What follows belongs to an exercise in optimizing a design on an open flow for small area, a short achievable clock period and few clock cycles per item; a production flow would make more cautious choices.
The RTL was checked by simulation tests, not by an equivalence proof against the original design.
Power is estimated from default activity; no workload was simulated.

## aes_key_sched_iter
module aes_key_sched_iter #(
  parameter logic [2:0] MODES_EN = 3'b111,
  parameter int         IDX_W    = 6
) (
  input  logic             clk,
  input  logic             rst_n,
  input  logic             start,
  input  logic [1:0]       mode,
  input  logic [255:0]     key_in,
  output logic             busy,
  output logic             word_valid,
  input  logic             word_ready,
  output logic [31:0]      word_out,
  output logic [IDX_W-1:0] word_idx,
  output logic             done,
  output logic             err
);
Size in the first run: ~300 I/O pins, roughly 20000 um^2 of cells after synthesis.
clock: 6.0 ns
lec_check: 0
cap_margin: 20
core_margin: 2
core_utilization: 55
cts_cluster_diameter: 100
cts_cluster_size: 24
setup_slack_margin: 2.9
slew_margin: 20
standard.sh (not shown) runs the stock make flow with config.mk's settings and CLKGATE_MAP_FILE= SYNTH_SCRIPT=/design/flow/synth_recipe.tcl, a recipe that flattens the netlist after the stock synthesis.
==> flow/flow/run.sh <==
#!/bin/bash
# Standard layout, but the port buffers that global placement inserts are
# sky130_fd_sc_hd__buf_1 instead of the resizer's default pick; later repair
# steps may still resize them.
set -euo pipefail
cd "$(dirname "$0")/.."
export BUFFER_PORTS_ARGS="-buffer_cell sky130_fd_sc_hd__buf_1"
bash standard.sh > standard.log 2>&1
Testbench counts at the start, summed over its fixed seeds: cycles 27,072, words 26,552.
Then changed:
Settings changed: CORE_UTILIZATION 55 to 40, SETUP_SLACK_MARGIN 2.9 to 3.2.
After rerunning:
- The new run produced a clean layout
- worst setup slack is better by 0.11 ns
- non-clock buffer count grows by 33
- critical path depth increases by 3
- die area is higher by 37%
- synthesized area does not change
Then changed:
Settings changed: CORE_UTILIZATION 40 to 55.
Outcome: Critical path depth is unchanged; synthesized cell count does not change; routed wire length shrinks by 3.5%; worst setup slack improved by 0.013 ns.
Then changed:
==> flow/flow/run.sh (replaced) <==
#!/bin/bash
# Standard layout with two changes:
#  - the combinational logic is mapped with an area-oriented ABC script
#    (flow/abc_map.script) instead of ORFS's speed script; the resizer's
#    timing repair later sizes what needs it. Registers are mapped by the
#    standard dfflibmap step before ABC runs, so they are unchanged.
#  - the port buffers that global placement inserts are
#    sky130_fd_sc_hd__buf_1; later repair steps may still resize them.
set -euo pipefail
cd "$(dirname "$0")/.."
rm -rf scripts_copy
cp -r "$FLOW_HOME/scripts" scripts_copy
cp flow/abc_map.script scripts_copy/abc_speed.script
export SCRIPTS_DIR="$PWD/scripts_copy"
export BUFFER_PORTS_ARGS="-buffer_cell sky130_fd_sc_hd__buf_1"
bash standard.sh > standard.log 2>&1
==> flow/flow/abc_map.script (new file) <==
strash
&get -n
&st
&dch
&nf
&put
topo
stime -c
After rerunning:
- The new run completed without violations
- utilization rises by 2.3 points
- wire length falls by 14%
- via count falls by 9.4%
- register-to-register slack improved by 0.096 ns
Then changed:
==> flow/flow/run.sh (replaced) <==
#!/bin/bash
# Standard layout, but the port buffers that global placement inserts are
# sky130_fd_sc_hd__buf_1 instead of the resizer's default pick; later repair
# steps may still resize them.
set -euo pipefail
cd "$(dirname "$0")/.."
export BUFFER_PORTS_ARGS="-buffer_cell sky130_fd_sc_hd__buf_1"
bash standard.sh > standard.log 2>&1
Settings changed: ABC_CLOCK_PERIOD_IN_PS set to 2500.
removed: flow/flow/abc_map.script
Outcome: The changed run completed with no timing, DRC or antenna violations. Die area went up by 15%. Global-route usage is higher by 0.63 points. Clock power stays flat. Worst hold slack gains 0.041 ns. Cell count climbs by 10%. Critical path depth rises by 3. Sequential cell count does not change. Setup slack loses 0.096 ns.

---

aes_key_sched_iter, a different RTL version from the one above (not shown whole).
Size: roughly 340 flip-flops, about 300 I/O pins.
clock: 6.0 ns
lec_check: 0
cap_margin: 20
core_margin: 2
core_utilization: 40
setup_slack_margin: 2.0
slew_margin: 20
run.sh (not shown) runs the stock make flow with config.mk's settings and CLKGATE_MAP_FILE= SYNTH_SCRIPT=/design/flow/synth_recipe.tcl, a recipe that flattens the netlist after the stock synthesis.
Stock flow here: none of the scripts above is used.
The baseline passed the timing, design-rule and antenna checks.
Testbench counts at the start, summed over its fixed seeds: cycles 27,072, words 26,552.
==> next run, changes <==
Settings changed: ABC_AREA set to 1, SETUP_SLACK_MARGIN 2.0 to not set.
Power hardly moves; sequential share of layout area went down by 1.7 points; register-to-register slack is worse by 0.21 ns; clock power grows by about 8%; fmax goes down by 5.2%; routed wire length drops by 5.5%; setup slack degrades by 0.21 ns; via count rose by 12%; area after synthesis increases by 7.6%.
==> next run, changes <==
Settings changed: ABC_AREA 1 to not set.
Result: The new run went through all stages and came out clean. Core utilization increases by 0.41 points. Setup slack degrades by 0.43 ns. Register-to-register slack degrades by 0.43 ns. Routed wire length increases by 3.3%. Via count decreases by about 12%.
==> next run, changes <==
Settings changed: ABC_AREA set to 1, SETUP_SLACK_MARGIN set to 2.0.
Effect:
- The changed run passed the timing, design-rule and antenna checks
- cell area goes up by 7.6%
- count of clock-buffer cells in the layout goes down by 9
- utilization hardly moves
- critical path depth goes down by 3
- area after synthesis goes up by 7.6%
- non-clock buffer count goes down by 4
- clock skew stays flat
- worst setup slack gains 0.78 ns
- power goes up by 2.0%
- global-route usage goes down by 2.0 points

==> port drivers added, routing unchanged <==
In the flow no input, the clock included, has a driving cell. The finished layouts below were timed again as built, in two steps.
Step 1 assumes that a clkbuf_16 drives the clock port and a buf_2 every other input.
Step 2 times the ports against the registers' clock, not the clock port: input delays grow and output delays shrink by t, the midpoint of the rising clock arrivals with the driver on.
a / b / c = no drivers / after step 1 / after step 2; a / b = the first two.
run	shift t [ns]	setup slack, ns	worst slew at a driven data input, ns
the first run of note 1	0.579	3.057 / 3.057 / 2.671	0.09
the second run of note 1	0.596	3.163 / 3.163 / 2.827	0.08
the third run of note 1	0.579	3.176 / 3.176 / 2.885	0.11
the fourth run of note 1	0.577	3.272 / 3.272 / 2.720	0.07
the fifth run of note 1	0.579	3.176 / 3.176 / 2.885	0.11
the first run of note 2	0.613	2.133 / 2.133 / 1.826	0.06
the second run of note 2	0.625	1.921 / 1.921 / 1.682	0.14
the third run of note 2	0.613	1.495 / 1.495 / 1.495	0.06
the fourth run of note 2	0.625	2.274 / 2.280 / 1.684	0.14
After both steps every run listed still meets setup and hold. For the fourth run of note 2, which loses most, drivers alone change the setup slack by +0.006 ns; drivers and shift together by -0.590 ns.
